Background: an optimization exercise with open tools, aiming at small area. Do not read the settings as production practice.
Where RTL was checked, it was by simulation tests only, not by an equivalence proof against the original.
Function not checked in runs 7 and 8: the RTL went through the layout flow alone.
Power figures rest on the tool's default switching activity, not on a simulated workload.

**design/flow/design.v**
```verilog
package access_pkg;
	typedef logic [3:0] key_code_t;
	typedef struct packed {
		logic      strobe;
		key_code_t code;
	} key_event_t;
	typedef logic [11:0] user_id_t;
	typedef logic [15:0] passcode_t;
	typedef struct packed {
		logic       locked;
		logic [1:0] errors;
		passcode_t  pass;
	} user_entry_t;
	typedef struct packed {
		logic        en;
		user_id_t    id;
		user_entry_t entry;
	} table_wr_t;
	typedef struct packed {
		logic granted;
		logic denied;
		logic locked;
		logic alarm;
	} access_status_t;
endpackage
`timescale 1ns/10ps
module elevator_access (
	input  logic       clk,
	input  logic       rst,
	input  logic [4:0] key,
	output logic [3:0] status
);
	localparam logic [3:0] S_IDLE       = 4'd0;
	localparam logic [3:0] S_IDLE_G     = 4'd1;
	localparam logic [3:0] S_IDLE_D     = 4'd2;
	localparam logic [3:0] S_ID         = 4'd3;
	localparam logic [3:0] S_ID_CHECK   = 4'd4;
	localparam logic [3:0] S_WAIT_STAR  = 4'd5;
	localparam logic [3:0] S_PASS       = 4'd6;
	localparam logic [3:0] S_PASS_CHECK = 4'd7;
	localparam logic [3:0] S_ADMIN      = 4'd8;
	localparam logic [3:0] S_ADMIN_G    = 4'd9;
	localparam logic [3:0] S_NEW_ID     = 4'd10;
	localparam logic [3:0] S_NEW_PASS   = 4'd11;
	localparam logic [3:0] S_COMMIT     = 4'd12;
	localparam logic [3:0] S_ALARM      = 4'd13;
	localparam logic [3:0] S_ALARM_L    = 4'd14;
	localparam int EW = 15;
	logic [3:0] state, next_state;
	logic [2:0] cnt;
	logic       bad_key;
	logic strobe, is_digit, star_key, hash_key;
	assign strobe   = key[4];
	assign is_digit = key[3:0] <= 4'd9;
	assign star_key = strobe && (key[3:0] == 4'd10);
	assign hash_key = strobe && (key[3:0] == 4'd11);
	logic in_idle, in_admin, in_alarm;
	assign in_idle  = (state == S_IDLE) || (state == S_IDLE_G) || (state == S_IDLE_D);
	assign in_admin = (state == S_ADMIN) || (state == S_ADMIN_G);
	assign in_alarm = (state == S_ALARM) || (state == S_ALARM_L);
	logic id_st, pass_st, collecting, full, shift;
	assign id_st      = (state == S_ID) || (state == S_NEW_ID);
	assign pass_st    = (state == S_PASS) || (state == S_NEW_PASS);
	assign collecting = id_st || pass_st;
	assign full       = id_st ? (cnt == 3'd3) : (cnt == 3'd4);
	assign shift      = collecting && strobe && is_digit && !full;
	logic       id_bad, id_t;
	logic [3:0] id_o;
	logic       nid_bad, nid_t;
	logic [3:0] nid_o;
	logic       first;
	assign first = cnt == 3'd0;
	always_comb begin
		nid_bad = id_bad;
		nid_t = id_t;
		nid_o = id_o;
		if (shift && id_st) begin
			nid_bad = !first && (id_bad || id_t || (id_o > 4'd1));
			nid_t = !first && !id_bad && !id_t && (id_o == 4'd1);
			nid_o = key[3:0];
		end
	end
	always_ff @(posedge clk) begin
		id_bad <= nid_bad;
		id_t <= nid_t;
		id_o <= nid_o;
	end
	logic id_ok, is_admin;
	assign id_ok = !id_bad && (id_t ? (id_o <= 4'd8) : (id_o != 4'd0));
	assign is_admin = !id_bad && !id_t && (id_o == 4'd1);
	logic [9:0] pass_hi;
	logic [3:0] pass_lo;
	logic [9:0] hi_base;
	assign hi_base = first ? 10'd0 : pass_hi;
	always_ff @(posedge clk) begin
		if (shift && pass_st) begin
			if (cnt == 3'd3)
				pass_lo <= key[3:0];
			else
				pass_hi <= {hi_base[6:0], 3'b000} + {hi_base[8:0], 1'b0} + {6'd0, key[3:0]};
		end
	end
	function automatic logic [4:0] enc(input logic [1:0] err, input logic [3:0] d);
		enc = d[3] ? {2'b11, err, d[0]} : {err, d[2:0]};
	endfunction
	function automatic logic [1:0] code_err(input logic [4:0] c);
		code_err = (c[4:3] == 2'b11) ? c[2:1] : c[4:3];
	endfunction
	function automatic logic [4:0] code_set_err(input logic [4:0] c, input logic [1:0] err);
		code_set_err = (c[4:3] == 2'b11) ? {2'b11, err, c[0]} : {err, c[2:0]};
	endfunction
	function automatic logic [3:0] slot_of(input logic [3:0] o);
		slot_of = (o == 4'd9) ? 4'd0 : o;
	endfunction
	logic [3:0] phase;
	always_ff @(posedge clk or posedge rst) begin
		if (rst)
			phase <= 4'd0;
		else
			phase <= (phase == 4'd8) ? 4'd0 : phase + 4'd1;
	end
	logic [8:0][EW-1:0] ring0;
	logic [8:0][EW-1:0] ring1;
	logic [EW-1:0]      head0, head1;
	logic [EW-1:0]      cap;
	logic [1:0]         cap_err;
	assign cap_err = code_err(cap[4:0]);
	localparam logic [2:0] W_ENROL = 3'd3;
	localparam logic [2:0] W_LOCK  = 3'd4;
	logic       pend_v, pend_t;
	logic [3:0] pend_slot;
	logic [2:0] pend_code;
	logic       issue_chk, issue_commit, pass_match, lock_now;
	logic       w_v, w_t, w_hit;
	logic [3:0] w_slot;
	logic [2:0] w_code;
	assign issue_chk = state == S_PASS_CHECK;
	assign issue_commit = (state == S_COMMIT) && star_key;
	assign pass_match = (cap[EW-1:5] == pass_hi) && (cap[4:0] == enc(cap_err, pass_lo));
	assign lock_now = cap_err[1];
	assign w_v = issue_chk || issue_commit || pend_v;
	assign w_t = pend_v ? pend_t : id_t;
	assign w_slot = pend_v ? pend_slot : slot_of(id_o);
	assign w_code = pend_v ? pend_code :
		issue_commit ? W_ENROL :
		pass_match ? 3'd0 :
		lock_now ? W_LOCK :
		(cap_err == 2'd0) ? 3'd1 : 3'd2;
	assign w_hit = w_v && (w_slot == phase);
	always_ff @(posedge clk or posedge rst) begin
		if (rst)
			pend_v <= 1'b0;
		else
			pend_v <= w_v && !w_hit;
	end
	always_ff @(posedge clk) begin
		pend_t <= w_t;
		pend_slot <= w_slot;
		pend_code <= w_code;
	end
	localparam logic [4:0] C_LOCKED = 5'b11110;
	logic [EW-1:0] new_entry;
	assign new_entry = {pass_hi, enc(2'd0, pass_lo)};
	logic sweep;
	always_ff @(posedge clk or posedge rst) begin
		if (rst)
			sweep <= 1'b1;
		else if (phase == 4'd8)
			sweep <= 1'b0;
	end
	function automatic logic [EW-1:0] upd(input logic [EW-1:0] e, input logic [2:0] c);
		if (c == W_ENROL)
			upd = new_entry;
		else if (c == W_LOCK)
			upd = {e[EW-1:5], C_LOCKED};
		else
			upd = {e[EW-1:5], code_set_err(e[4:0], c[1:0])};
	endfunction
	always_comb begin
		head0 = ring0[8];
		head1 = ring1[8];
		if (w_hit && !w_t)
			head0 = upd(ring0[8], w_code);
		if (w_hit && w_t)
			head1 = upd(ring1[8], w_code);
		if (sweep) begin
			if (phase != 4'd1)
				head0[4:0] = C_LOCKED;
			head1[4:0] = C_LOCKED;
		end
	end
	localparam logic [EW-1:0] ADMIN_ENTRY = {10'd123, 5'b00100};
	for (genvar i = 0; i < 9; i++) begin : g_ring
		if (i == 7) begin : g_admin
			always_ff @(posedge clk or posedge rst) begin
				if (rst)
					ring0[i] <= ADMIN_ENTRY;
				else
					ring0[i] <= ring0[i-1];
			end
		end else begin : g_plain
			always_ff @(posedge clk)
				ring0[i] <= (i == 0) ? head0 : ring0[(i+8)%9];
		end
		always_ff @(posedge clk)
			ring1[i] <= (i == 0) ? head1 : ring1[(i+8)%9];
	end
	always_ff @(posedge clk) begin
		if (slot_of(nid_o) == phase)
			cap <= nid_t ? head1 : head0;
	end
	logic [8:0] lk0, lk1;
	for (genvar i = 0; i < 9; i++) begin : g_lk
		assign lk0[i] = ring0[i][4:1] == 4'b1111;
		assign lk1[i] = ring1[i][4:1] == 4'b1111;
	end
	logic [3:0] id_slot;
	logic [4:0] rel_raw;
	logic [3:0] rel, lk_pos;
	logic       id_locked, pend_same;
	assign id_slot = slot_of(id_o);
	assign rel_raw = {1'b0, id_slot} - {1'b0, phase};
	assign rel = rel_raw[4] ? rel_raw[3:0] + 4'd9 : rel_raw[3:0];
	assign lk_pos = 4'd8 - rel;
	assign pend_same = pend_v && (pend_t == id_t) && (pend_slot == id_slot);
	assign id_locked = pend_same ? (pend_code == W_LOCK) :
		(sweep && !rel_raw[4]) ? 1'b1 :
		id_t ? lk1[lk_pos] : lk0[lk_pos];
	always_comb begin
		next_state = state;
		case (state)
			S_IDLE, S_IDLE_G, S_IDLE_D:
				next_state = star_key ? S_ID : S_IDLE;
			S_ID:
				if (bad_key)
					next_state = S_ALARM;
				else if (full)
					next_state = S_ID_CHECK;
			S_ID_CHECK:
				if (!id_ok)
					next_state = S_IDLE;
				else if (id_locked)
					next_state = S_ALARM;
				else
					next_state = S_WAIT_STAR;
			S_WAIT_STAR:
				if (star_key)
					next_state = S_PASS;
			S_PASS:
				if (bad_key)
					next_state = S_ALARM;
				else if (full)
					next_state = S_PASS_CHECK;
			S_PASS_CHECK:
				if (pass_match)
					next_state = is_admin ? S_ADMIN_G : S_IDLE_G;
				else
					next_state = lock_now ? S_ALARM_L : S_IDLE_D;
			S_ADMIN, S_ADMIN_G:
				next_state = hash_key ? S_NEW_ID : star_key ? S_IDLE : S_ADMIN;
			S_NEW_ID:
				if (bad_key)
					next_state = S_ALARM;
				else if (full)
					next_state = id_ok ? S_NEW_PASS : S_IDLE;
			S_NEW_PASS:
				if (bad_key)
					next_state = S_ALARM;
				else if (full)
					next_state = S_COMMIT;
			S_COMMIT:
				if (star_key)
					next_state = S_IDLE;
			S_ALARM, S_ALARM_L:
				next_state = (cnt == 3'd7) ? S_IDLE : S_ALARM;
			default:
				next_state = S_IDLE;
		endcase
	end
	always_ff @(posedge clk or posedge rst) begin
		if (rst)
			state <= S_IDLE;
		else
			state <= next_state;
	end
	logic restart;
	assign restart = collecting ? (next_state != state) : !in_alarm;
	always_ff @(posedge clk) begin
		if (restart)
			cnt <= 3'd0;
		else if (shift || in_alarm)
			cnt <= cnt + 3'd1;
		bad_key <= collecting && strobe && !is_digit;
	end
	assign status = {(state == S_IDLE_G) || (state == S_ADMIN_G), state == S_IDLE_D,
		state == S_ALARM_L, in_alarm};
endmodule
```
**design/flow/flow/run.sh**
```bash
#!/bin/bash
# Standard ORFS layout with three changes: CTS without dummy loads, the
# smallest buffer on the ports, and the CTS buffer and clustering settings.
set -euo pipefail
bash standard.sh \
  CTS_ARGS="-sink_clustering_enable -repair_clock_nets -sink_clustering_size 36 -sink_clustering_max_diameter 60 -buf_list sky130_fd_sc_hd__clkbuf_16 -dont_use_dummy_load" \
  BUFFER_PORTS_ARGS="-buffer_cell sky130_fd_sc_hd__buf_1" \
  finish > standard.log 2>&1
```
**design/flow/standard.sh**
```bash
#!/bin/bash
# synth_recipe.tcl (not shown) runs the flow's synth.tcl, then flattens the netlist and writes it again
# the make line also repeats each setting of config.mk as NAME=value (left out here)
make -C /OpenROAD-flow-scripts/flow DESIGN_CONFIG=/design/flow/config.mk WORK_HOME=/design/flow/orfs CLKGATE_MAP_FILE= SYNTH_SCRIPT=/design/flow/synth_recipe.tcl "${@:-finish}"
```
**design/flow/config.mk**
```make
export PLATFORM = sky130hd
export DESIGN_NAME = elevator_access
export DESIGN_NICKNAME = elevator_access
export VERILOG_FILES = /design/flow/design.v
export SDC_FILE = /design/flow/constraint.sdc
export NUM_CORES = 4
export LEC_CHECK = 0
export CAP_MARGIN = 20
export CORE_MARGIN = 2
export CORE_UTILIZATION = 70
export PLACE_DENSITY = 0.8
export SLEW_MARGIN = 20
```
**design/flow/constraint.sdc**
```tcl
create_clock -name core_clock -period 8.0 [get_ports {clk}]
set_input_delay 1.6000 -clock core_clock [delete_from_list [all_inputs] [get_ports {clk}]]
set_output_delay 1.6000 -clock core_clock [all_outputs]
set_load 0.01 [all_outputs]
```
==> out/metrics.cfg, run 1 <==
[status]
status=complete, no violations

[clock_tree]
cts-htree-levels=1
clkTransAtPathRegs_ns=0.12
cts_resized=0
clockBufferDepth=3
clock_latency_ns=0.51
cts_tree=done
root_buffer=clkbuf_16
cts_hold_buf=0
cts_setup_buffers=0
cts.sinks=327
cts_made_buffers=15

[synth]
yosysSeqAreaShare_pct=67.5
ys_async_sr_fraction_pct=7.65
synthDistinctLibCells=70
synthTopCellsByArea=dfxtp_1, edfxtp_1, dfrtp_1
syn_avg_cell_area_um2=12.8
netlist_area_um2=10300
yosys.area.top_type=dfxtp_1
syn-num-nets=843
synth_top_area_share_pct=52.6
yosys_warnings=1
syn-instance-count=806
synth_edf_count=30
ys.flop_type=dfxtp_1
synth-seq-cells=327

[worst_setup_path]
crit_arrival_ns=4.75
criticalPathCategory=reg -> reg
crit_path_end_kind=register
regToRegSetupSlack_ns=3.59
start_kind=register
crit_path_max_fanout=8
required_ns=8.34

[drt]
via_count=6105
vias_per_cell=6.10
wl_per_cell_um=21.2
first_pass_iters=5
drtIter0Drc=661
drtAntennaViolNets=0
drc=0
wl_um=21200

[sta]
final-setup-viol-count=0
rsz0062_at_grt=false
slew_headroom_pct=37.7
whs_ns=0.292
worst_pin_slew_ns=0.931
slew_viol_final=0
fmax_ghz=0.227
finClkSkew_ns=0.0672
fin_crit_ns=4.41
finalHoldViolCount=0
post-route-period-util_pct=55.1
fin_ws_ns=3.59
finalSetupTns_ns=0

[placement]
pre_cts_ws_ns=3.09
dp_cells=984
io_buffer_count=10
place_area_um2=10500
dp_hpwl_um=13700
gp_congestion=0.929

[floorplanning]
ioPinCount=11
die_h_um=126
die_w_um=126
start_util_pct=71.4
num_rows=44
core_um2=14500
die-area_um2=15800

[cells_and_area]
n_fill_cell=874
fin_nets=854
fin_cells=1001
final_util_pct=75.4
drive_gt1_share_pct=8.47
syn_to_final_growth_pct=5.60
final_cell_area_um2=10900

[grt]
grt_max_degree=37
grt_pass1_wl_um=33700
grt_pass1_vias=6235
grt_remaining_overflow=0
antenna_found_initial=2
grt_use_total_pct=27.1

[min_path]
min-delay-path-class=reg -> reg

[run]
drv_cap=0

[pwr]
leakagePower_nw=4.32
p_per_area_nw_per_um2=227
power_mw=2.47
irDropWorstVdd_uv=284

flip-flops by register name, summed over array words and instances (netlist names):
signal / cells
ring0: 135
ring1: 135
cap: 15
pass_hi: 10
id_o: 4
pass_lo: 4
pend_slot: 4
phase: 4
state: 4
cnt: 3
pend_code: 3
bad_key: 1
id_bad: 1
id_t: 1
pend_t: 1
pend_v: 1
sweep: 1
placed cells by master (no fill, tap or decap), drive strengths merged, types with 10 or more instances in the layout:
master  count
a21oi      31
a31oi      10
buf        12
clkbuf     15
dfrtp      17
dfxtp     272
edfxtp     30
ha         27
inv        35
mux2       34
mux2i      12
nand2      30
nand2b     10
nand3      12
nand4      16
nor2       41
nor2b      18
nor3       14
o21ai      20
xnor2      38
worst paths after layout:
kind | to | cells after the start | start
min in group asynchronous | ring0[105]$_DFF_PP0_ | 3 | rst
hold / removal | ring0[116]$_DFF_PP1_ | 0 | ring0[101]$_DFF_P_
max in group asynchronous | state[0]$_DFF_PP0_ | 3 | rst
hold reg to reg | ring0[116]$_DFF_PP1_ | 0 | ring0[101]$_DFF_P_
setup / recovery | state[3]$_DFF_PP0_ | 18 | id_o[1]$_DFF_P_
setup reg to reg | state[3]$_DFF_PP0_ | 18 | id_o[1]$_DFF_P_
kinds of logic after synthesis:
family,share of synthesized area (%)
fa+ha+maj,3.85
flops,67.5
compound gates,8.65
buf+inv,2.19
xor+xnor,3.90
mux,5.12
simple gates,8.80
layer usage:
metal | vias to the layer above | track usage [%] | wire length (µm)
met2 | 254 | 44.8 | 10100
met5 | - | 0 | 0
li1 | 2825 | - | -
met3 | 63 | 4.49 | 1250
met1 | 2963 | 37.0 | 9210
met4 | 0 | 9.02 | 671
power by group:
part / internal (mW) / leakage, nW / total, mW / switching [mW]
clock: 0.339 / 0.185 / 0.807 / 0.468
combinational: 0.00338 / 1.38 / 0.0117 / 0.00835
sequential: 1.65 / 2.76 / 1.66 / 0.00198
cell usage after synthesis, drive strengths merged (4+ instances only):
cell type  count
dfxtp        272
nor2          41
xnor2         38
inv           35
mux2          34
a21oi         31
edfxtp        30
nand2         30
ha            27
o21ai         20
nor2b         18
dfrtp         17
nand4         16
nor3          14
mux2i         12
nand3         12
a31oi         10
clkbuf        10
nand2b        10
buf            8
dfstp          8
xor2           8
nor4           7
a41oi          6
and2           6
o211ai         6
a211oi         5
o2111ai        5
or3            5
a21o           4
o21a           4
o22ai          4
o31ai          4
or2            4
critical path, cell delays in order (launching register included):
cell and delay, ns:
dfxtp_1 0.41, nor2_1 0.34, nand2_1 0.09, nand2_1 0.11, ha_1 0.15, inv_1 0.06
fa_1 0.39, a21o_1 0.21, a21oi_1 0.36, xnor2_1 0.26, inv_2 0.16, ha_1 0.26
xnor2_1 0.39, xnor2_1 0.25, a31oi_1 0.08, nand3_1 0.13, a21boi_0 0.09, nor4_1 0.40
o31ai_1 0.14
final cells by class:
cell class / instances / area (µm²) / area share, %
repair buffers: 12 / 52.6 / 0.481
multi-input cells: 425 / 3140 / 28.8
diodes: 2 / 5.00 / 0.0458
flip-flops and latches: 327 / 6980 / 63.9
inverters: 36 / 135 / 1.24
clock buffers: 15 / 375 / 3.44
well taps: 184 / 230 / 2.11
==> inputs of run 2 (changes only) <==
==> design/flow/flow/run.sh (replaced) <==
#!/bin/bash
# Standard ORFS layout with three changes: CTS without dummy loads, the
# smallest buffer on the ports, and the CTS buffer and clustering settings.
set -euo pipefail
bash standard.sh \
  CTS_ARGS="-sink_clustering_enable -repair_clock_nets -sink_clustering_size 8 -sink_clustering_max_diameter 25 -buf_list \"sky130_fd_sc_hd__clkbuf_2 sky130_fd_sc_hd__clkbuf_4\" -dont_use_dummy_load" \
  BUFFER_PORTS_ARGS="-buffer_cell sky130_fd_sc_hd__buf_1" \
  finish > standard.log 2>&1
==> run 2 against run 1 <==
  * The run now fails in clock tree synthesis (4_1_cts)
  * Synthesized cell count is the same
  * Area after synthesis is the same
==> out/metrics.cfg, run 2 <==
[status]
failed_stage=clock tree synthesis (4_1_cts)
status=aborted with a tool error
error_line=[ERROR STA-0564] clock_tree_synthesis positional arguments not supported.

[synth]
synth-seq-cells=327
syn_avg_cell_area_um2=12.8
syn-instance-count=806
yosys.area.top_type=dfxtp_1
yosys_warnings=1
yosysSeqAreaShare_pct=67.5
syn-num-nets=843
synthTopCellsByCount=dfxtp_1, nor2_1, xnor2_1, inv_1, a21oi_1
ys.flop_type=dfxtp_1
synth_top_area_share_pct=52.6
synthTopCellsByArea=dfxtp_1, edfxtp_1, dfrtp_1
synthDistinctLibCells=70
synth_edf_count=30
yosysMostFrequentCell=dfxtp_1
ys_async_sr_fraction_pct=7.65
netlist_area_um2=10300

[floorplanning]
start_util_pct=71.4
num_rows=44
ioPinCount=11
die_h_um=126
die_w_um=126

[placement]
io_buffer_count=10
pre_cts_ws_ns=3.09
dp_hpwl_um=13700
gp_congestion=0.929

-- run 2: cell counts after synthesis --
No cell type changed its count.
-- run 2: how the worst max path moves through the flow --
| stage | start | to | slack, ns | cells after the start |
|---|---|---|---|---|
| after detailed placement | key[3] | cap[14]$_DFFE_PN_ | 3.09 | 8 |
| after global placement | key[0] | cap[7]$_DFFE_PN_ | 3.26 | 8 |
| after floorplan | key[1] | cap[0]$_DFFE_PN_ | 3.57 | 6 |
-- run 2: power by group through the flow --
stage,sequential [mW],combinational (mW),clock (mW)
global placement,1.69,0.0116,0
detailed placement,1.69,0.0117,0
floorplan,1.69,0.00698,0
-- run 2: per-stage QoR --
step	hold WS, ns	area [µm²]	power, mW	cells
3_5_place_dp	0.288	10500	1.70	984
2_1_floorplan	0.284	10300	1.70	806
3_3_place_gp	0.284	10500	1.70	984
-- run 2: logic make-up after synthesis --
family	share of synthesized area (%)
simple gates	8.80
buf+inv	2.19
xor+xnor	3.90
compound gates	8.65
mux	5.12
flops	67.5
fa+ha+maj	3.85
==> inputs of run 3 (changes only) <==
==> design/flow/flow/run.sh (replaced) <==
#!/bin/bash
# Standard ORFS layout with three changes: CTS without dummy loads, the
# smallest buffer on the ports, and the CTS buffer and clustering settings.
set -euo pipefail
bash standard.sh \
  CTS_ARGS="-sink_clustering_enable -repair_clock_nets -sink_clustering_size 10 -sink_clustering_max_diameter 30 -buf_list sky130_fd_sc_hd__clkbuf_4 -dont_use_dummy_load" \
  BUFFER_PORTS_ARGS="-buffer_cell sky130_fd_sc_hd__buf_1" \
  finish > standard.log 2>&1
--- a/design/flow/config.mk
+++ b/design/flow/config.mk
@@ -5,6 +5,7 @@
 export SDC_FILE = /design/flow/constraint.sdc
 export NUM_CORES = 4
 export LEC_CHECK = 0
+export ABC_AREA = 1
 export CAP_MARGIN = 20
 export CORE_MARGIN = 2
 export CORE_UTILIZATION = 70
==> run 3 against run 2 <==
  * The run now finishes clean
  * Synthesized cell count is 23% higher
  * Area after synthesis grew 0.87%
==> out/metrics.cfg, run 3 <==
[cells_and_area]
n_fill_cell=1035
syn_to_final_growth_pct=5.30
fin_nets=1074
drive_gt1_share_pct=11.5
reg.largest.list=ring0 x135, ring1 x135, cap x15
fin_cells=1222
mostFrequentLayoutCell=dfxtp_1
final_util_pct=75.6
most-common-layout-cells=dfxtp_1, nand2_1, inv_1, nor2_1, nand3_1

[clock_tree]
cts_resized=0
cts.sinks=327
clkTransAtPathRegs_ns=0.08
clock_latency_ns=0.64
cts_tree=done
cts-htree-levels=2
root_buffer=clkbuf_4
clockBufferDepth=3
cts_hold_buf=0
cts_setup_buffers=0
cts_made_buffers=47

[drt]
drc=0
vias_per_cell=5.33
wl_um=19000
via_count=6519
drtAntennaViolNets=0
wl_per_cell_um=15.5
drtIter0Drc=430
first_pass_iters=5

[placement]
dp_cells=1172
gp_congestion=0.917
dp_hpwl_um=13400
io_buffer_count=10

[worst_setup_path]
criticalPathCategory=reg -> reg
start_kind=register
crit_path_end_kind=register
rr_endpoint=state[3]$_DFF_PP0_
reg2regPathDepth=23
required_ns=8.51
regToRegSetupSlack_ns=4.45
crit_path_max_fanout=8
crit_arrival_ns=4.06
r2r_start=id_o[0]$_DFF_P_

[grt]
antenna_found_initial=1
grt_max_degree=26
grt_pass1_wl_um=30900
grt_use_total_pct=24.6
grt_pass1_vias=6459
grt_remaining_overflow=0

[synth]
syn_avg_cell_area_um2=10.6
ys.flop_type=dfxtp_1
netlist_area_um2=10400
yosysMostFrequentCell=dfxtp_1
ys_async_sr_fraction_pct=7.65
yosys.area.top_type=dfxtp_1
synth_top_area_share_pct=52.2
syn-instance-count=988
synthTopCellsByCount=dfxtp_1, nand2_1, inv_1, nor2_1, nand3_1
synthDistinctLibCells=50
synth_edf_count=30
syn-num-nets=1025
synthTopCellsByArea=dfxtp_1, edfxtp_1, nand2_1
yosys_warnings=1
yosysSeqAreaShare_pct=66.9
synth-seq-cells=327

[floorplanning]
num_rows=44
core_um2=14500
die-area_um2=15900
ioPinCount=11
die_w_um=126
start_util_pct=71.8
die_h_um=126

[sta]
finalHoldViolCount=0
whs_ns=0.296
finalSetupTns_ns=0
slew_headroom_pct=34.2
finClkSkew_ns=0.0574
fin_crit_ns=3.55
final-setup-viol-count=0
post-route-period-util_pct=44.4
rsz0062_at_grt=false
slew_viol_final=0
worst_pin_slew_ns=0.983
fmax_ghz=0.282

[min_path]
hp-start=ring0[98]$_DFF_P_
holdPathEnd=ring0[113]$_DFF_PP1_
holdPathStages=0
min-delay-path-class=reg -> reg

[pwr]
p_per_area_nw_per_um2=219
irDropWorstVdd_uv=190
power_mw=2.40
leakagePower_nw=4.86

[run]
drv_cap=0

[status]
status=complete, no violations

## run 3: cell count changes after synthesis, moves of 25 or more
cell	change
nand2_1	+202
nand3_1	+42
inv_1	+34
mux2_2	-29
xnor2_1	-29
o21ai_1	+25
## run 3: per-stage QoR
| step | instance area, µm² | setup slack, ns |
|---|---|---|
| 2_1_floorplan | 10400 | 4.34 |
| 3_3_place_gp | 10600 | 4.13 |
| 3_5_place_dp | 10600 | 3.96 |
| 4_1_cts | 11000 | 4.48 |
| 5_1_grt | 11000 | 4.03 |
| 6_report | 11000 | 4.45 |
## run 3: routing by layer
layer  track usage [%]  wire [µm]
met1              33.3       8720
met2              39.5       8800
met3              4.93       1010
met4              9.70        430
met5                 0          0
## run 3: final cells by class
cell class | instances | area, µm² | share of cell area (%)
timing repair buffer | 13 | 60.1 | 0.547
tap | 184 | 230 | 2.10
clock buffer | 47 | 353 | 3.21
sequential | 327 | 6980 | 63.6
multi-input combinational | 557 | 3010 | 27.4
antenna | 3 | 7.51 | 0.0683
inverter | 91 | 347 | 3.15
## run 3: cells by family (layout without fill, tap and decap cells)
group / after synthesis / count (layout) / synth area share, %
buf+inv: 104 / 151 / 4.26
other cells: 0 / 3 / 0
compound gates: 98 / 98 / 5.34
xor+xnor: 27 / 27 / 2.27
fa+ha+maj: 30 / 30 / 3.81
simple gates: 402 / 402 / 17.4
flops: 327 / 327 / 66.9
## run 3: worst max-delay path, stage by stage, from the launching register on
cell,delay (ns)
dfxtp_1,0.41
inv_2,0.09
nor2_4,0.11
nand3_2,0.09
nand2_2,0.10
ha_1,0.15
inv_1,0.06
fa_1,0.39
a21oi_1,0.15
nor2_1,0.05
nor2_1,0.17
inv_1,0.12
nand2_1,0.07
nand2_1,0.17
inv_1,0.21
ha_1,0.30
inv_1,0.10
a21oi_1,0.05
o21ai_0,0.11
nand3b_1,0.10
nand2_1,0.09
nor2_1,0.04
o21bai_1,0.22
nand2_1,0.07
## run 3: power breakdown
group / internal (mW) / switching, mW
logic: 0.00277 / 0.00835
registers: 1.65 / 0.000503
clock network: 0.269 / 0.470
## run 3: worst max path at each step
stage / depth (start not counted) / startpoint / end
final: 23 / id_o[0]$_DFF_P_ / state[3]$_DFF_PP0_
after global routing: 23 / id_o[0]$_DFF_P_ / state[3]$_DFF_PP0_
after CTS: 23 / id_o[0]$_DFF_P_ / state[3]$_DFF_PP0_
after detailed placement: 16 / key[3] / cap[5]$_DFFE_PN_
after global placement: 16 / key[3] / cap[5]$_DFFE_PN_
after floorplan: 11 / key[2] / cap[0]$_DFFE_PN_
==> inputs of run 4 (changes only) <==
--- a/design/flow/config.mk
+++ b/design/flow/config.mk
@@ -5,7 +5,6 @@
 export SDC_FILE = /design/flow/constraint.sdc
 export NUM_CORES = 4
 export LEC_CHECK = 0
-export ABC_AREA = 1
 export CAP_MARGIN = 20
 export CORE_MARGIN = 2
 export CORE_UTILIZATION = 70
==> run 4 against run 3 <==
  * Worst hold slack lost 0.033 ns
  * Clock power shrank 1%
  * Sequential share of layout area grew 0.62 points
  * Critical path type unchanged
  * Critical endpoint unchanged
  * Highest routed layer unchanged
==> out/metrics.cfg, run 4 <==
[clock_tree]
cts_hold_buf=0
cts_resized=0
cts.sinks=327
cts_tree=done
cts_setup_buffers=0
clkTransAtPathRegs_ns=0.09
root_buffer=clkbuf_4
clock_latency_ns=0.65
cts_made_buffers=45
cts-htree-levels=2
clockBufferDepth=3

[sta]
finalHoldViolCount=0
finalSetupTns_ns=0
finClkSkew_ns=0.0968
fin_crit_ns=4.37
slew_headroom_pct=22.2
final-setup-viol-count=0
slew_viol_final=0
worst_pin_slew_ns=1.16
post-route-period-util_pct=54.6
rsz0062_at_grt=false
fmax_ghz=0.229

[cells_and_area]
syn_to_final_growth_pct=5.19
drive_gt1_share_pct=11.6
n_fill_cell=915
reg.largest.list=ring0 x135, ring1 x135, cap x15
fin_cells=1030
fin_nets=884
mostFrequentLayoutCell=dfxtp_1
most-common-layout-cells=dfxtp_1, clkbuf_4, nor2_1, xnor2_1, inv_1

[synth]
syn-num-nets=843
synthDistinctLibCells=70
yosys.area.top_type=dfxtp_1
synth_top_area_share_pct=52.6
ys_async_sr_fraction_pct=7.65
yosys_warnings=1
synthTopCellsByCount=dfxtp_1, nor2_1, xnor2_1, inv_1, a21oi_1
yosysSeqAreaShare_pct=67.5
syn-instance-count=806
netlist_area_um2=10300
yosysMostFrequentCell=dfxtp_1
ys.flop_type=dfxtp_1
synthTopCellsByArea=dfxtp_1, edfxtp_1, dfrtp_1
syn_avg_cell_area_um2=12.8
synth-seq-cells=327
synth_edf_count=30

[worst_setup_path]
r2r_start=id_o[1]$_DFF_P_
crit_path_end_kind=register
required_ns=8.43
slowest_delay_ns=0.42
start_kind=register
crit_path_max_fanout=8
startpoint=id_o[1]$_DFF_P_
cp_common_cell=xnor2_1
criticalPathCategory=reg -> reg
crit_chain=nor2_1, nand2_1, nand2_1, ha_1, inv_1, fa_1, a21o_1, a21oi_1, xnor2_1, inv_2, ha_1, xnor2_1, xnor2_1, a31oi_1, nand3_1, a21boi_0, nor4_1, o31ai_1
crit_arrival_ns=4.80
crit_slowest_cell=dfxtp_1

[placement]
dp_cells=984
io_buffer_count=10
dp_hpwl_um=13700
gp_congestion=0.929

[drt]
wl_per_cell_um=19.5
first_pass_iters=5
vias_per_cell=5.98
wl_um=20000
via_count=6155
drtAntennaViolNets=0
drtIter0Drc=406
drc=0

[grt]
grt_pass1_vias=6403
grt_remaining_overflow=0
grt_use_total_pct=26.3
antenna_found_initial=0
grt_pass1_wl_um=32700
grt_max_degree=26

[status]
status=complete, no violations

[floorplanning]
core_um2=14500
num_rows=44
die_h_um=126
ioPinCount=11
die_w_um=126
die-area_um2=15800
start_util_pct=71.4

[pwr]
p_per_area_nw_per_um2=220
irDropWorstVdd_uv=219
leakagePower_nw=4.34

[min_path]
hp-start=ring1[80]$_DFF_P_
min-delay-path-class=reg -> reg

[run]
drv_cap=0

==> run 4: cell types whose count changed after synthesis, sizes merged, moves of 10 or more <==
cell    previous run  this run
mux2               0        34
xnor2              9        38
inv               90        35
nand2            247        30
o21ai             49        20
xor2              18         8
nand3             55        12
nor2              67        41
nor2b              0        18
nand2b             0        10
mux2i              0        12
==> run 4: power by group <==
| group | internal (mW) | switching, mW |
|---|---|---|
| registers | 1.65 | 0.00195 |
| logic | 0.00336 | 0.00827 |
| clock network | 0.259 | 0.470 |
==> run 4: cell families (layout without fill, tap and decap cells) <==
kind of cell / Yosys count / in the layout / share of synthesized area [%]
adder cells (fa/ha/maj): 30 / 30 / 3.85
flip-flops: 327 / 327 / 67.5
buffers and inverters: 54 / 93 / 2.19
AO/OA/AOI/OAI: 129 / 129 / 8.65
AND/OR/NAND/NOR: 173 / 173 / 8.80
XOR/XNOR: 46 / 46 / 3.90
other: 0 / 1 / 0
multiplexers: 47 / 47 / 5.12
==> run 4: metrics by stage <==
step / hold WS (ns) / power, mW / util (%) / instance area (µm²) / setup slack, ns
after global routing: 0.244 / 2.48 / 75.1 / 10900 / 3.26
after global placement: 0.284 / 1.70 / 72.8 / 10500 / 3.26
after CTS: 0.245 / 2.42 / 75.1 / 10900 / 3.64
final: 0.262 / 2.39 / 75.1 / 10900 / 3.63
after detailed placement: 0.288 / 1.70 / 72.8 / 10500 / 3.09
after floorplan: 0.284 / 1.70 / - / 10300 / 3.57
==> run 4: final timing paths <==
check / to / slack (ns) / cells past startpoint
max reg2reg: state[3]$_DFF_PP0_ / 3.63 / 18
max in group asynchronous: state[3]$_DFF_PP0_ / 6.60 / 3
min in group asynchronous: ring0[112]$_DFF_PP0_ / 1.01 / 3
min: ring1[95]$_DFF_P_ / 0.26 / 0
min reg2reg: ring1[95]$_DFF_P_ / 0.26 / 0
max: state[3]$_DFF_PP0_ / 3.63 / 18
==> run 4: layout make-up <==
type / instances / area, µm² / share of cell area, %
Timing Repair Buffer: 12 / 52.6 / 0.483
Multi-Input combinational cell: 425 / 3140 / 28.9
Sequential cell: 327 / 6980 / 64.2
Tap cell: 184 / 230 / 2.12
Clock buffer: 45 / 338 / 3.11
Inverter: 36 / 135 / 1.24
Antenna cell: 1 / 2.50 / 0.0230
==> run 4: worst max-delay path, delay by kind of cell, from the launching register on <==
kind / cells / cell delay, ns
DFF: 1 / 0.42
buffers and inverters: 2 / 0.22
AOI/OAI and AO/OA: 5 / 0.87
adders and majority gates: 3 / 0.78
and+or+nand+nor: 5 / 1.06
xor gates and xnor gates: 3 / 0.85
==> run 4: metal layers <==
layer / share of wire, % / vias to the layer above / global-route usage [%]
met2: 47 / 252 / 42.4
met3: 6.5 / 58 / 5.69
li1: - / 2902 / -
met1: 43 / 2943 / 34.7
met4: 3.1 / 0 / 10.9
met5: 0 / - / 0
==> inputs of run 5 (changes only) <==
--- a/design/flow/config.mk
+++ b/design/flow/config.mk
@@ -5,8 +5,9 @@
 export SDC_FILE = /design/flow/constraint.sdc
 export NUM_CORES = 4
 export LEC_CHECK = 0
-export CAP_MARGIN = 20
+export CAP_MARGIN = 0
 export CORE_MARGIN = 2
 export CORE_UTILIZATION = 70
+export GPL_TIMING_DRIVEN = 0
 export PLACE_DENSITY = 0.8
-export SLEW_MARGIN = 20
+export SLEW_MARGIN = 0
==> run 5 against run 4 <==
  * Cell area grew 0.94%
  * Sequential power is essentially flat
  * Largest cell class unchanged
  * Wire length grew 1.9%
  * Die area is the same
  * Synthesized cell count is the same
  * Cell count grew 1.8%
  * Sequential share of layout area shrank 0.60 points
  * Register-to-register slack lost 0.09 ns
  * Clock power grew 2%
  * Global-route usage grew 0.54 points
==> out/metrics.cfg, run 5 <==
[sta]
post-route-period-util_pct=55.7
slew_headroom_pct=21.1
final-setup-viol-count=0
worst_pin_slew_ns=1.18
finalHoldViolCount=0
rsz0062_at_grt=false
slew_viol_final=0
fmax_ghz=0.224
fin_crit_ns=4.46
finClkSkew_ns=0.0950
finalSetupTns_ns=0

[min_path]
min-delay-path-class=reg -> reg
holdPathStages=0

[worst_setup_path]
start_kind=register
cp_common_cell=xnor2_1
crit_chain=nor2_1, nand2_1, nand2_1, ha_1, inv_1, fa_1, a21o_1, a21oi_1, xnor2_1, inv_2, ha_1, xnor2_1, xnor2_1, a31oi_1, nand3_1, a21boi_0, nor4_1, o31ai_1
crit_arrival_ns=4.90
crit_family=simple AND/OR/NAND/NOR gates
slowest_delay_ns=0.44
reg2regPathDepth=18
worst-path-stages=18
crit_path_end_kind=register
crit_slowest_cell=nor4_1
required_ns=8.44
crit_path_max_fanout=8
criticalPathCategory=reg -> reg
path_buf_inv=2

[synth]
ys_async_sr_fraction_pct=7.65
syn_avg_cell_area_um2=12.8
syn-instance-count=806
synth-seq-cells=327
ys.flop_type=dfxtp_1
synth_top_area_share_pct=52.6
netlist_area_um2=10300
yosysMostFrequentCell=dfxtp_1
synthDistinctLibCells=70
synthTopCellsByArea=dfxtp_1, edfxtp_1, dfrtp_1
synth_edf_count=30
synthTopCellsByCount=dfxtp_1, nor2_1, xnor2_1, inv_1, a21oi_1
yosys.area.top_type=dfxtp_1
yosys_warnings=1
yosysSeqAreaShare_pct=67.5
syn-num-nets=843

[pwr]
leakagePower_nw=4.40
p_per_area_nw_per_um2=220
irDropWorstVdd_uv=237
power_mw=2.41

[drt]
wl_per_cell_um=19.5
drtIter0Drc=511
first_pass_iters=5
via_count=6203
drtAntennaViolNets=0
wl_um=20400
drc=0
vias_per_cell=5.91

[floorplanning]
core_um2=14500
num_rows=44
ioPinCount=11
die_h_um=126
start_util_pct=71.4
die-area_um2=15800
die_w_um=126

[cells_and_area]
drive_gt1_share_pct=12.4
n_fill_cell=899
most-common-layout-cells=dfxtp_1, clkbuf_4, nor2_1, xnor2_1, inv_1
fin_cells=1049
reg.largest.list=ring0 x135, ring1 x135, cap x15
fin_nets=903
mostFrequentLayoutCell=dfxtp_1
syn_to_final_growth_pct=6.18

[grt]
grt_remaining_overflow=0
grt_use_total_pct=26.8
grt_max_degree=26
antenna_found_initial=1
grt_pass1_vias=6496
grt_pass1_wl_um=32900

[clock_tree]
cts_resized=0
root_buffer=clkbuf_4
clkTransAtPathRegs_ns=0.10
cts_setup_buffers=0
cts_tree=done
cts_hold_buf=0
clockBufferDepth=3
cts_made_buffers=47
cts.sinks=327
cts-htree-levels=2
clock_latency_ns=0.67

[placement]
gp_congestion=0.882
dp_cells=1001
io_buffer_count=10
dp_hpwl_um=14300

[run]
drv_cap=0

[status]
status=complete, no violations

==> run 5: cell counts after synthesis <==
Identical to the previous run, type by type.
==> run 5: metal layers <==
layer	up-vias	track usage [%]	routed length (µm)
met2	208	43.8	9870
met3	66	5.78	1000
li1	2936	-	-
met1	2993	33.8	8660
met5	-	0	0
met4	0	14.0	884
==> run 5: through the flow <==
| step | utilization (%) | hold slack [ns] | area (µm²) | worst slack (ns) |
|---|---|---|---|---|
| floorplan | - | 0.284 | 10300 | 3.57 |
| global placement | 73.3 | 0.285 | 10600 | 2.34 |
| detailed placement | 73.4 | 0.287 | 10600 | 3.37 |
| CTS | 75.8 | 0.263 | 11000 | 3.56 |
| global route | 75.8 | 0.264 | 11000 | 3.14 |
| finish | 75.8 | 0.265 | 11000 | 3.54 |
==> run 5: cells by family after synthesis <==
kind of cell / count (synthesis) / synth area share (%)
buffers and inverters: 54 / 2.19
flip-flops: 327 / 67.5
XOR/XNOR: 46 / 3.90
adder cells (fa/ha/maj): 30 / 3.85
AND/OR/NAND/NOR: 173 / 8.80
multiplexers: 47 / 5.12
AO/OA/AOI/OAI: 129 / 8.65
==> run 5: worst paths after layout <==
path                       slack (ns)               from                    to
max reg2reg                      3.54    id_o[2]$_DFF_P_    state[3]$_DFF_PP0_
max                              3.54    id_o[2]$_DFF_P_    state[3]$_DFF_PP0_
max in group asynchronous        5.98                rst    state[0]$_DFF_PP0_
min in group asynchronous        1.21                rst  ring0[118]$_DFF_PP0_
min reg2reg                      0.27  ring0[65]$_DFF_P_     ring0[80]$_DFF_P_
min                              0.27  ring0[65]$_DFF_P_     ring0[80]$_DFF_P_
==> run 5: area by class of cell <==
class	count	area, µm²	area share (%)
repair buffers	11	48.8	0.444
well taps	184	230	2.10
flip-flops and latches	327	6980	63.6
multi-input cells	425	3140	28.6
inverters	36	135	1.23
clock buffers	47	353	3.21
plain buffers	18	91.3	0.832
diodes	1	2.50	0.0228
==> run 5: power by group <==
group          internal (mW)  switching, mW
Clock                  0.270          0.474
Combinational        0.00331         0.0104
Sequential              1.65        0.00103
Total                   1.93          0.486
==> inputs of run 6 (changes only) <==
==> design/flow/run.sh (new file) <==
#!/bin/bash
# synth_recipe.tcl (not shown) runs the flow's synth.tcl, then flattens the netlist and writes it again
# the make line also repeats each setting of config.mk as NAME=value (left out here)
make -C /OpenROAD-flow-scripts/flow DESIGN_CONFIG=/design/flow/config.mk WORK_HOME=/design/flow/orfs CLKGATE_MAP_FILE= SYNTH_SCRIPT=/design/flow/synth_recipe.tcl finish
==> design/flow/config.mk (replaced) <==
export PLATFORM = sky130hd
export DESIGN_NAME = elevator_access
export DESIGN_NICKNAME = elevator_access
export VERILOG_FILES = /design/flow/design.v
export SDC_FILE = /design/flow/constraint.sdc
export NUM_CORES = 4
export LEC_CHECK = 0
export ABC_AREA = 1
export CAP_MARGIN = 20
export CORE_MARGIN = 2
export CORE_UTILIZATION = 40
export CTS_BUF_LIST = sky130_fd_sc_hd__clkbuf_8
export CTS_CLUSTER_DIAMETER = 50
export CTS_CLUSTER_SIZE = 20
export SLEW_MARGIN = 20
removed: design/flow/flow/run.sh
removed: design/flow/standard.sh
==> run 6 against run 5 <==
  * Still clean on timing, DRC and antenna
  * Area after synthesis is 0.87% higher
  * Count of clock-buffer cells in the layout shrank 19
  * Sequential power barely moved
  * Largest cell class unchanged
==> out/metrics.cfg, run 6 <==
[pwr]
leakagePower_nw=4.99
p_per_area_nw_per_um2=230
power_mw=2.64
irDropWorstVdd_uv=151

[synth]
synthTopCellsByArea=dfxtp_1, edfxtp_1, nand2_1
synth_edf_count=30
yosysMostFrequentCell=dfxtp_1
netlist_area_um2=10400
ys_async_sr_fraction_pct=7.65
synthSimpleGateAreaFrac_pct=17.4
synthDistinctLibCells=50
synthAdderAreaFrac_pct=3.81
muxShareOfSynthArea_pct=0
yosys_warnings=1
synth_compound_area_share_pct=5.34
synth_top_area_share_pct=52.2
ys.flop_type=dfxtp_1
synthXorXnorAreaFrac_pct=2.27
synthTopCellsByCount=dfxtp_1, nand2_1, inv_1, nor2_1, nand3_1
syn-num-nets=1025
synth-seq-cells=327
yosysSeqAreaShare_pct=66.9
syn-instance-count=988
syn_avg_cell_area_um2=10.6
yosys.area.top_type=dfxtp_1
synth_top_family_by_area=simple AND/OR/NAND/NOR gates

[floorplanning]
start_util_pct=40.4
die_h_um=165
die_w_um=165
num_rows=59
ioPinCount=11
core_um2=25800
die-area_um2=27400

[clock_tree]
clockBufferDepth=3
root_buffer=clkbuf_8
cts.sinks=327
cts_hold_buf=0
cts_setup_buffers=0
clock_latency_ns=0.57
cts_resized=0
cts-htree-levels=1
cts_tree=done
clkTransAtPathRegs_ns=0.10
cts_made_buffers=26

[worst_setup_path]
required_ns=6.40
crit_chain=nand2_2, inv_1, nor3_2, clkdlybuf4s50_1
crit_path_max_fanout=10
start_kind=register
crit_path_end_kind=output port
r2r_start=id_o[0]$_DFF_P_
slowest_delay_ns=0.59
reg2regPathDepth=23
regToRegSetupSlack_ns=4.49
rr_endpoint=state[3]$_DFF_PP0_
criticalPathCategory=reg -> out
crit_slowest_cell=clkdlybuf4s50_1
startpoint=state[1]$_DFF_PP0_
crit_path_end=status[0]
crit_arrival_ns=2.14

[grt]
grt_pass1_vias=6118
antenna_found_initial=0
grt_use_total_pct=14.5
grt_remaining_overflow=0
grt_max_degree=26
grt_pass1_wl_um=31200

[sta]
slew_viol_final=0
fmax_ghz=0.267
final-setup-viol-count=0
rsz0062_at_grt=false
post-route-period-util_pct=46.8
finalSetupTns_ns=0
finalHoldViolCount=0
worst_pin_slew_ns=0.867
finClkSkew_ns=0.0230
slew_headroom_pct=42.0
whs_ns=0.301
fin_crit_ns=3.74

[placement]
dp_cells=1323
io_buffer_count=10
gp_congestion=0.861
dp_hpwl_um=13600

[cells_and_area]
n_fill_cell=2487
drive_gt1_share_pct=11.0
fin_nets=1053
fin_cells=1370
multi_input_area_um2=3010
seq_area_um2=6980
most-common-layout-cells=dfxtp_1, nand2_1, inv_1, nor2_1, nand3_1
reg.largest.list=ring0 x135, ring1 x135, cap x15
mostFrequentLayoutCell=dfxtp_1
syn_to_final_growth_pct=9.82
diodes=0
final_util_pct=44.3

[drt]
vias_per_cell=4.55
wl_um=18900
first_pass_iters=5
via_count=6232
drtIter0Drc=336
drc=0
wl_per_cell_um=13.8
drtAntennaViolNets=0

[status]
status=complete, no violations

[min_path]
min-delay-path-class=reg -> reg

[run]
drv_cap=0

run 6: changes by cell type after synthesis, moves of 19 or more:
cell / before / now
o21ai_1: 0 / 25
mux2_2: 29 / 0
nor2_1: 39 / 58
inv_1: 33 / 67
nand3_1: 11 / 53
xnor2_1: 38 / 9
nand2_1: 30 / 232
inv_2: 2 / 21
run 6: worst min-delay path by stage:
stage | cells after the start | end | start
after floorplan | 0 | ring0[110]$_DFF_PP1_ | ring0[95]$_DFF_P_
after global placement | 0 | ring0[115]$_DFF_PP1_ | ring0[100]$_DFF_P_
after detailed placement | 0 | ring0[115]$_DFF_PP1_ | ring0[100]$_DFF_P_
after CTS | 0 | ring0[111]$_DFF_PP1_ | ring0[96]$_DFF_P_
after global routing | 0 | ring0[111]$_DFF_PP1_ | ring0[96]$_DFF_P_
final | 0 | ring0[111]$_DFF_PP1_ | ring0[96]$_DFF_P_
run 6: report_power, final:
| group | total, mW | switching (mW) | internal [mW] | leakage, nW |
|---|---|---|---|---|
| sequential | 1.65 | 0.000488 | 1.65 | 2.75 |
| combinational | 0.0133 | 0.00833 | 0.00493 | 1.93 |
| clock | 0.972 | 0.576 | 0.396 | 0.311 |
| total | 2.64 | 0.585 | 2.05 | 4.99 |
run 6: worst max-delay path, delay by kind of cell (launching register included):
family,cells,cell delay (ns)
buf+inv,2,0.66
flops,1,0.49
simple gates,2,0.44
run 6: cell families after synthesis:
logic type	count (synthesis)
adders and majority gates	30
DFF	327
buffers and inverters	104
AOI/OAI and AO/OA	98
xor gates and xnor gates	27
and+or+nand+nor	402
run 6: per-layer routing:
metal | GRT usage [%] | wire (µm) | up-vias | share of wire, %
met1 | 20.6 | 9320 | 2843 | 49
met5 | 0 | 0 | - | 0
met3 | 1.95 | 821 | 38 | 4.3
met4 | 4.35 | 441 | 0 | 2.3
met2 | 23.2 | 8290 | 117 | 44
li1 | - | - | 3234 | -
run 6: area by class of cell:
| type | instances | share of cell area (%) |
|---|---|---|
| timing repair buffer | 13 | 1.07 |
| clock buffer | 28 | 3.36 |
| inverter | 91 | 3.03 |
| tap | 335 | 3.66 |
| multi-input combinational | 557 | 26.2 |
| sequential | 327 | 60.9 |
| clock inverter | 19 | 1.70 |
run 6: stage by stage:
| stage | instance area (µm²) | setup WS (ns) |
|---|---|---|
| 3_3_place_gp | 10900 | 3.79 |
| 4_1_cts | 11500 | 4.21 |
| 2_1_floorplan | 10400 | 4.34 |
| 5_1_grt | 11500 | 3.99 |
| 3_5_place_dp | 10900 | 3.67 |
| 6_report | 11500 | 4.26 |
==> inputs of run 7 (changes only) <==
--- a/design/flow/design.v
+++ b/design/flow/design.v
@@ -159,6 +159,7 @@
 		pend_code <= w_code;
 	end
 	localparam logic [4:0] C_LOCKED = 5'b11110;
+	localparam logic [EW-1:0] ADMIN_ENTRY = {10'd123, 5'b00100};
 	logic [EW-1:0] new_entry;
 	assign new_entry = {pass_hi, enc(2'd0, pass_lo)};
 	logic sweep;
@@ -184,26 +185,13 @@
 		if (w_hit && w_t)
 			head1 = upd(ring1[8], w_code);
 		if (sweep) begin
-			if (phase != 4'd1)
-				head0[4:0] = C_LOCKED;
+			head0 = (phase == 4'd1) ? ADMIN_ENTRY : {ring0[8][EW-1:5], C_LOCKED};
 			head1[4:0] = C_LOCKED;
 		end
 	end
-	localparam logic [EW-1:0] ADMIN_ENTRY = {10'd123, 5'b00100};
-	for (genvar i = 0; i < 9; i++) begin : g_ring
-		if (i == 7) begin : g_admin
-			always_ff @(posedge clk or posedge rst) begin
-				if (rst)
-					ring0[i] <= ADMIN_ENTRY;
-				else
-					ring0[i] <= ring0[i-1];
-			end
-		end else begin : g_plain
-			always_ff @(posedge clk)
-				ring0[i] <= (i == 0) ? head0 : ring0[(i+8)%9];
-		end
-		always_ff @(posedge clk)
-			ring1[i] <= (i == 0) ? head1 : ring1[(i+8)%9];
+	always_ff @(posedge clk) begin
+		ring0 <= {ring0[7:0], head0};
+		ring1 <= {ring1[7:0], head1};
 	end
 	always_ff @(posedge clk) begin
 		if (slot_of(nid_o) == phase)
==> design/flow/flow/run.sh (new file) <==
#!/bin/bash
# Standard ORFS layout with three changes: CTS without dummy loads, the
# smallest buffer on the ports, and the CTS buffer and clustering settings.
set -euo pipefail
bash standard.sh \
  CTS_ARGS="-sink_clustering_enable -repair_clock_nets -sink_clustering_size 10 -sink_clustering_max_diameter 30 -buf_list sky130_fd_sc_hd__clkbuf_4 -dont_use_dummy_load" \
  BUFFER_PORTS_ARGS="-buffer_cell sky130_fd_sc_hd__buf_1" \
  finish > standard.log 2>&1
==> design/flow/standard.sh (new file) <==
#!/bin/bash
# synth_recipe.tcl (not shown) runs the flow's synth.tcl, then flattens the netlist and writes it again
# the make line also repeats each setting of config.mk as NAME=value (left out here)
make -C /OpenROAD-flow-scripts/flow DESIGN_CONFIG=/design/flow/config.mk WORK_HOME=/design/flow/orfs CLKGATE_MAP_FILE= SYNTH_SCRIPT=/design/flow/synth_recipe.tcl "${@:-finish}"
==> design/flow/config.mk (replaced) <==
export PLATFORM = sky130hd
export DESIGN_NAME = elevator_access
export DESIGN_NICKNAME = elevator_access
export VERILOG_FILES = /design/flow/design.v
export SDC_FILE = /design/flow/constraint.sdc
export NUM_CORES = 4
export LEC_CHECK = 0
export CAP_MARGIN = 20
export CORE_MARGIN = 2
export CORE_UTILIZATION = 70
export PLACE_DENSITY = 0.8
export SLEW_MARGIN = 20
removed: design/flow/run.sh
==> run 7 against run 6 <==
  * Sequential power hardly changed
  * First-iteration DRC count grew 51%
  * Clock power shrank 26%
  * Register-to-register slack got worse by 0.66 ns
  * Global-route usage grew 12 points
  * Die area decreased by 41%
  * Largest power group unchanged
==> out/metrics.cfg, run 7 <==
[synth]
synth_top_area_share_pct=54.4
ys_async_sr_fraction_pct=3.06
netlist_area_um2=10600
syn-num-nets=887
syn_avg_cell_area_um2=12.4
synthTopCellsByCount=dfxtp_1, nor2_1, nand2_1, inv_1, xnor2_1
yosysSeqAreaShare_pct=65.4
yosys.area.top_type=dfxtp_1
synthDistinctLibCells=86
yosysMostFrequentCell=dfxtp_1
syn-instance-count=850
yosys_warnings=1
ys.flop_type=dfxtp_1
synthTopCellsByArea=dfxtp_1, edfxtp_1, ha_1
synth-seq-cells=327
synth_edf_count=30

[sta]
finalHoldViolCount=0
finClkSkew_ns=0.126
fmax_ghz=0.240
fin_crit_ns=4.17
rsz0062_at_grt=false
final-setup-viol-count=0
post-route-period-util_pct=52.2
worst_pin_slew_ns=0.993
slew_viol_final=0
slew_headroom_pct=33.2
finalSetupTns_ns=0

[cells_and_area]
most-common-layout-cells=dfxtp_1, nor2_1, clkbuf_4, nand2_1, inv_1
diodes=0
mostFrequentLayoutCell=dfxtp_1
seq_area_um2=6900
reg.largest.list=ring0 x135, ring1 x135, cap x15
drive_gt1_share_pct=10.7
multi_input_area_um2=3380
syn_to_final_growth_pct=4.62
fin_nets=919
fin_cells=1064
n_fill_cell=891

[clock_tree]
cts_hold_buf=0
cts_made_buffers=44
cts_setup_buffers=0
clock_latency_ns=0.65
cts.sinks=327
cts_tree=done
clockBufferDepth=3
clkTransAtPathRegs_ns=0.10
root_buffer=clkbuf_4
cts-htree-levels=2
cts_resized=0

[grt]
grt_max_degree=25
antenna_found_initial=0
grt_pass1_vias=6645
grt_use_total_pct=27.0
grt_remaining_overflow=0
grt_pass1_wl_um=34000

[floorplanning]
die_w_um=127
core_um2=14600
die_h_um=127
ioPinCount=11
die-area_um2=16100
start_util_pct=72.1
num_rows=44

[placement]
dp_cells=1020
io_buffer_count=10
gp_congestion=0.911
dp_hpwl_um=14300

[worst_setup_path]
reg2regPathDepth=13
crit_chain=nor3b_1, nor2_1, ha_1, a21oi_1, a21oi_1, nor2_2, inv_1, ha_1, xnor2_1, xnor2_1, mux4_2, a31oi_1, a31oi_1
criticalPathCategory=reg -> reg
required_ns=8.44
start_kind=register
slowest_delay_ns=0.48
crit_path_max_fanout=11
crit_arrival_ns=4.62
crit_path_end_kind=register
crit_slowest_cell=dfxtp_1

[pwr]
leakagePower_nw=4.48
irDropWorstVdd_uv=195
p_per_area_nw_per_um2=216
power_mw=2.38

[drt]
vias_per_cell=6.05
routed-wl-met2_um=10100
via_count=6442
drtIter0Drc=506
wl_per_cell_um=19.6
routed.top_layer=met4
first_pass_iters=5
met1_length_um=8560
drtAntennaViolNets=0
drc=0
wl_um=20800
wl_met3_um=1320

[min_path]
holdPathStages=0
min-delay-path-class=reg -> reg

[status]
status=complete, no violations

[run]
drv_cap=0

-- run 7: cell types whose count changed after synthesis, moves of 22 or more --
cell	change
nand3_1	-42
xnor2_1	+23
o21ai_1	-23
mux2i_1	+22
nand2_1	-189
inv_1	-31
-- run 7: final cells by class --
type	instances	share of cell area [%]
tap	184	2.09
timing repair buffer	13	0.544
clock buffer	44	2.99
sequential	327	62.5
inverter	39	1.33
multi-input combinational	457	30.6
-- run 7: per-stage QoR --
stage	instance area, µm²	worst slack [ns]	hold WS [ns]	utilization (%)
after CTS	11000	3.83	0.310	75.4
after floorplan	10600	3.38	0.310	-
after detailed placement	10700	3.65	0.312	73.1
after global placement	10700	3.78	0.310	73.1
final	11000	3.83	0.303	75.4
after global routing	11000	3.42	0.310	75.4
-- run 7: where the power goes --
part	internal, mW	switching [mW]
sequential	1.65	0.000781
combinational	0.00301	0.00705
clock	0.253	0.467
-- run 7: path summary, 6_finish.rpt --
check | to | slack (ns) | startpoint
hold reg to reg | ring0[133]$_DFF_P_ | 0.30 | ring0[118]$_DFF_P_
setup reg to reg | state[3]$_DFF_PP0_ | 3.83 | id_o[1]$_DFF_P_
setup / recovery | state[3]$_DFF_PP0_ | 3.83 | id_o[1]$_DFF_P_
hold / removal | ring0[133]$_DFF_P_ | 0.30 | ring0[118]$_DFF_P_
min in group asynchronous | state[3]$_DFF_PP0_ | 0.99 | rst
max in group asynchronous | state[1]$_DFF_PP0_ | 6.68 | rst
-- run 7: layer usage --
| metal | up-vias | GRT usage, % |
|---|---|---|
| li1 | 3046 | - |
| met1 | 3054 | 34.2 |
| met2 | 254 | 45.2 |
| met3 | 88 | 5.44 |
| met4 | 0 | 12.4 |
| met5 | - | 0 |
-- run 7: cell families after synthesis --
family | share of synthesized area, %
adders and majority gates | 3.77
and+or+nand+nor | 10.1
xor gates and xnor gates | 3.68
muxes | 4.46
buffers and inverters | 2.69
AOI/OAI and AO/OA | 9.98
DFF | 65.4
-- run 7: worst max-delay path: cells and delay by family (launching register included) --
| family | cells | cell delay, ns |
|---|---|---|
| simple gates | 3 | 0.99 |
| buf+inv | 1 | 0.18 |
| flops | 1 | 0.48 |
| xor+xnor | 2 | 0.62 |
| mux | 1 | 0.37 |
| compound gates | 4 | 0.80 |
| fa+ha+maj | 2 | 0.58 |
==> inputs of run 8 (changes only) <==
--- a/design/flow/design.v
+++ b/design/flow/design.v
@@ -88,18 +88,27 @@
 	logic id_ok, is_admin;
 	assign id_ok = !id_bad && (id_t ? (id_o <= 4'd8) : (id_o != 4'd0));
 	assign is_admin = !id_bad && !id_t && (id_o == 4'd1);
+	logic [15:0] pass_bcd;
+	always_ff @(posedge clk) begin
+		if (shift && pass_st)
+			pass_bcd <= {pass_bcd[11:0], key[3:0]};
+	end
+	function automatic logic [9:0] pack3(input logic [3:0] a, input logic [3:0] b, input logic [3:0] c);
+		case ({a[3], b[3], c[3]})
+			3'b000: pack3 = {1'b0, a[2:0], b[2:0], c[2:0]};
+			3'b100: pack3 = {3'b100, b[2:0], c[2:0], a[0]};
+			3'b010: pack3 = {3'b101, a[2:0], c[2:0], b[0]};
+			3'b001: pack3 = {3'b110, a[2:0], b[2:0], c[0]};
+			3'b011: pack3 = {5'b11100, a[2:0], b[0], c[0]};
+			3'b101: pack3 = {5'b11101, b[2:0], a[0], c[0]};
+			3'b110: pack3 = {5'b11110, c[2:0], a[0], b[0]};
+			default: pack3 = {7'b1111100, a[0], b[0], c[0]};
+		endcase
+	endfunction
 	logic [9:0] pass_hi;
 	logic [3:0] pass_lo;
-	logic [9:0] hi_base;
-	assign hi_base = first ? 10'd0 : pass_hi;
-	always_ff @(posedge clk) begin
-		if (shift && pass_st) begin
-			if (cnt == 3'd3)
-				pass_lo <= key[3:0];
-			else
-				pass_hi <= {hi_base[6:0], 3'b000} + {hi_base[8:0], 1'b0} + {6'd0, key[3:0]};
-		end
-	end
+	assign pass_hi = pack3(pass_bcd[15:12], pass_bcd[11:8], pass_bcd[7:4]);
+	assign pass_lo = pass_bcd[3:0];
 	function automatic logic [4:0] enc(input logic [1:0] err, input logic [3:0] d);
 		enc = d[3] ? {2'b11, err, d[0]} : {err, d[2:0]};
 	endfunction
@@ -159,7 +168,6 @@
 		pend_code <= w_code;
 	end
 	localparam logic [4:0] C_LOCKED = 5'b11110;
-	localparam logic [EW-1:0] ADMIN_ENTRY = {10'd123, 5'b00100};
 	logic [EW-1:0] new_entry;
 	assign new_entry = {pass_hi, enc(2'd0, pass_lo)};
 	logic sweep;
@@ -185,13 +193,26 @@
 		if (w_hit && w_t)
 			head1 = upd(ring1[8], w_code);
 		if (sweep) begin
-			head0 = (phase == 4'd1) ? ADMIN_ENTRY : {ring0[8][EW-1:5], C_LOCKED};
+			if (phase != 4'd1)
+				head0[4:0] = C_LOCKED;
 			head1[4:0] = C_LOCKED;
 		end
 	end
-	always_ff @(posedge clk) begin
-		ring0 <= {ring0[7:0], head0};
-		ring1 <= {ring1[7:0], head1};
+	localparam logic [EW-1:0] ADMIN_ENTRY = {10'b0_001_010_011, 5'b00100};
+	for (genvar i = 0; i < 9; i++) begin : g_ring
+		if (i == 7) begin : g_admin
+			always_ff @(posedge clk or posedge rst) begin
+				if (rst)
+					ring0[i] <= ADMIN_ENTRY;
+				else
+					ring0[i] <= ring0[i-1];
+			end
+		end else begin : g_plain
+			always_ff @(posedge clk)
+				ring0[i] <= (i == 0) ? head0 : ring0[(i+8)%9];
+		end
+		always_ff @(posedge clk)
+			ring1[i] <= (i == 0) ? head1 : ring1[(i+8)%9];
 	end
 	always_ff @(posedge clk) begin
 		if (slot_of(nid_o) == phase)
==> run 8 against run 7 <==
  * Still clean
  * Cell count increased by 3.5%
  * Via count grew 1.7%
  * Fmax decreased by 2.2%
  * Critical path depth is 2 lower
  * Cell area fell by 0.34%
  * First-iteration DRC count grew 24%
  * Global-route usage shrank 0.94 points
  * Sequential power barely moved
  * Wire length fell by 2.2%
  * Worst hold slack worse by 0.030 ns
  * Critical path type is now in -> reg
  * Critical endpoint is now cap[11]$_DFFE_PN_
  * Largest cell class unchanged
  * Largest power group unchanged
==> out/metrics.cfg, run 8 <==
[status]
status=complete, no violations

[worst_setup_path]
crit_path_end_kind=register
criticalPathCategory=in -> reg
startpoint=key[2]
crit_arrival_ns=4.61
reg2regPathDepth=16
rr_endpoint=state[3]$_DFF_PP0_
start_kind=primary input
r2r_start=id_o[1]$_DFF_P_
crit_path_max_fanout=17
required_ns=8.34
regToRegSetupSlack_ns=3.79

[cells_and_area]
reg.largest.list=ring0 x135, ring1 x135, pass_bcd x16
mostFrequentLayoutCell=dfxtp_1
diodes=0
fin_cells=1101
final_util_pct=75.4
syn_to_final_growth_pct=4.82
n_fill_cell=929
seq_area_um2=7040
most-common-layout-cells=dfxtp_1, nand2_1, nor2_1, a21oi_1, clkbuf_4
drive_gt1_share_pct=8.83
fin_nets=939
multi_input_area_um2=3200

[sta]
final-setup-viol-count=0
fin_crit_ns=4.27
fmax_ghz=0.234
post-route-period-util_pct=53.3
rsz0062_at_grt=false
slew_headroom_pct=31.5
finalHoldViolCount=0
finClkSkew_ns=0.0778
slew_viol_final=0
worst_pin_slew_ns=1.02
finalSetupTns_ns=0
fin_ws_ns=3.73

[pwr]
seqPwrFrac_pct=68.8
swShare_pct=20.3
switchingPower_uw=490
leakagePower_nw=4.39
power_mw=2.42
clock_power_share_pct=30.8
p_per_area_nw_per_um2=220
p_int_mw=1.93
comb_power_share_pct=0.5
irDropWorstVdd_uv=152

[synth]
syn-num-nets=908
synthAdderAreaFrac_pct=1.62
muxShareOfSynthArea_pct=2.98
yosysMostFrequentCell=dfxtp_1
synthXorXnorAreaFrac_pct=2.92
synth_top_family_by_area=compound AO/OA/AOI/OAI gates
yosysSeqAreaShare_pct=67.1
yosys.area.top_type=dfxtp_1
synth_edf_count=32
synth-seq-cells=329
syn-instance-count=888
synthTopCellsByArea=dfxtp_1, edfxtp_1, dfrtp_1
ys.flop_type=dfxtp_1
synth_top_area_share_pct=51.9
synthTopCellsByCount=dfxtp_1, nand2_1, nor2_1, a21oi_1, inv_1
yosys_warnings=1
netlist_area_um2=10500
synthSimpleGateAreaFrac_pct=11.0
syn_avg_cell_area_um2=11.8
ys_async_sr_fraction_pct=7.60
synthDistinctLibCells=79
synth_compound_area_share_pct=11.8

[drt]
first_pass_iters=5
drc=0
wl_um=20400
vias_per_cell=5.95
wl_per_cell_um=18.5
via_count=6552
drtIter0Drc=629
drtAntennaViolNets=0

[min_path]
min-delay-path-class=reg -> reg
holdPathStages=0
holdPathEnd=ring0[44]$_DFF_P_
hp-start=ring0[29]$_DFF_P_

[clock_tree]
cts_setup_buffers=0
root_buffer=clkbuf_4
clockBufferDepth=3
cts_made_buffers=46
cts_resized=0
cts.sinks=329
clkTransAtPathRegs_ns=0.09
clock_latency_ns=0.66
cts_hold_buf=0
cts_tree=done
cts-htree-levels=2

[floorplanning]
ioPinCount=11
num_rows=44
start_util_pct=72.0
die-area_um2=16000
core_um2=14600
die_h_um=126
die_w_um=126

[run]
drv_cap=0

[placement]
io_buffer_count=10
dp_cells=1055
pre_cts_ws_ns=3.13
gp_congestion=0.902
dp_hpwl_um=14000

[grt]
grt_use_total_pct=26.1
antenna_found_initial=0
grt_pass1_vias=6624
grt_remaining_overflow=0
grt_pass1_wl_um=32900
grt_max_degree=26

run 8: power groups by stage:
stage | Sequential (mW) | Clock, mW | Combinational (mW)
global route | 1.66 | 0.831 | 0.0130
CTS | 1.66 | 0.769 | 0.0117
detailed placement | 1.70 | 0 | 0.0117
finish | 1.66 | 0.744 | 0.0116
global placement | 1.70 | 0 | 0.0113
floorplan | 1.70 | 0 | 0.00782
run 8: cell type report:
cell class,count,share of cell area (%)
Sequential cell,329,64.0
Multi-Input combinational cell,493,29.1
Clock buffer,46,3.14
Tap cell,184,2.09
Inverter,37,1.26
Timing Repair Buffer,12,0.478
run 8: per-layer routing:
metal  track usage, %  wire, µm  up-vias
li1                 -         -     3160
met1             32.7      8430     3080
met2             44.1     10000      242
met3             5.31      1190       70
met4             11.3       755        0
met5                0         0        -
run 8: critical path, cell delays in order:
cell	delay, ns
buf_1	0.10
nand4b_1	0.24
nor2_1	0.31
a41oi_1	0.30
nand2_1	0.17
and2_1	0.17
nand2_1	0.14
nor2_1	0.82
nand2_1	0.14
o21ai_1	0.44
a21oi_1	0.16
run 8: through the flow:
step,instance area (µm²),hold WS (ns)
3_5_place_dp,10700,0.287
4_1_cts,11000,0.259
2_1_floorplan,10500,0.284
3_3_place_gp,10700,0.288
6_report,11000,0.273
5_1_grt,11000,0.248
run 8: how the worst max path moves through the flow:
stage,end,depth (start not counted)
2_1_floorplan,cap[0]$_DFFE_PN_,9
3_3_place_gp,cap[14]$_DFFE_PN_,11
3_5_place_dp,cap[8]$_DFFE_PN_,11
4_1_cts,state[3]$_DFF_PP0_,16
5_1_grt,cap[5]$_DFFE_PN_,11
6_report,cap[11]$_DFFE_PN_,11
run 8: kinds of logic after synthesis:
group / after synthesis
AOI/OAI and AO/OA: 185
muxes: 28
xor gates and xnor gates: 35
and+or+nand+nor: 232
DFF: 329
buffers and inverters: 66
adders and majority gates: 13

-- port drivers added, routing unchanged --
The results above use ideal ports. As a check the final layouts listed here were re-extracted and re-timed, cells and wires unchanged. Step 1: set_driving_cell puts a clkbuf_16 on clk and a buf_2 on each other input, an assumption about the parent block. Step 2, shift: input delay + t, output delay - t, t = (earliest + latest rising clock arrival at the registers) / 2. This alone moves slack from input paths to output paths. a / b / c = no drivers / after step 1 / after step 2; a / b = the first two.
| run | shift t [ns] | setup slack, ns | hold WS [ns] | clock arrival spread, ns | worst slew at a driven data input, ns |
|---|---|---|---|---|---|
| run 1 | 0.518 | 3.594 / 3.594 / 3.300 | 0.292 / 0.292 / 0.292 | 0.067 / 0.067 | 0.04 |
| run 3 | 0.655 | 4.451 / 4.451 / 3.955 | 0.296 / 0.296 / 0.296 | 0.063 / 0.064 | 0.03 |
| run 4 | 0.639 | 3.630 / 3.630 / 3.041 | 0.262 / 0.262 / 0.262 | 0.097 / 0.097 | 0.04 |
| run 5 | 0.663 | 3.544 / 3.544 / 3.366 | 0.265 / 0.265 / 0.265 | 0.096 / 0.096 | 0.03 |
| run 6 | 0.603 | 4.258 / 4.216 / 3.686 | 0.301 / 0.301 / 0.301 | 0.023 / 0.023 | 0.04 |
| run 7 | 0.626 | 3.828 / 3.828 / 3.560 | 0.303 / 0.303 / 0.303 | 0.126 / 0.126 | 0.03 |
| run 8 | 0.652 | 3.733 / 3.748 / 3.096 | 0.273 / 0.273 / 0.273 | 0.078 / 0.078 | 0.03 |
After both steps setup and hold are still met in every run listed. For run 8, which loses most, drivers alone change the setup slack by +0.015 ns; drivers and shift together by -0.637 ns.
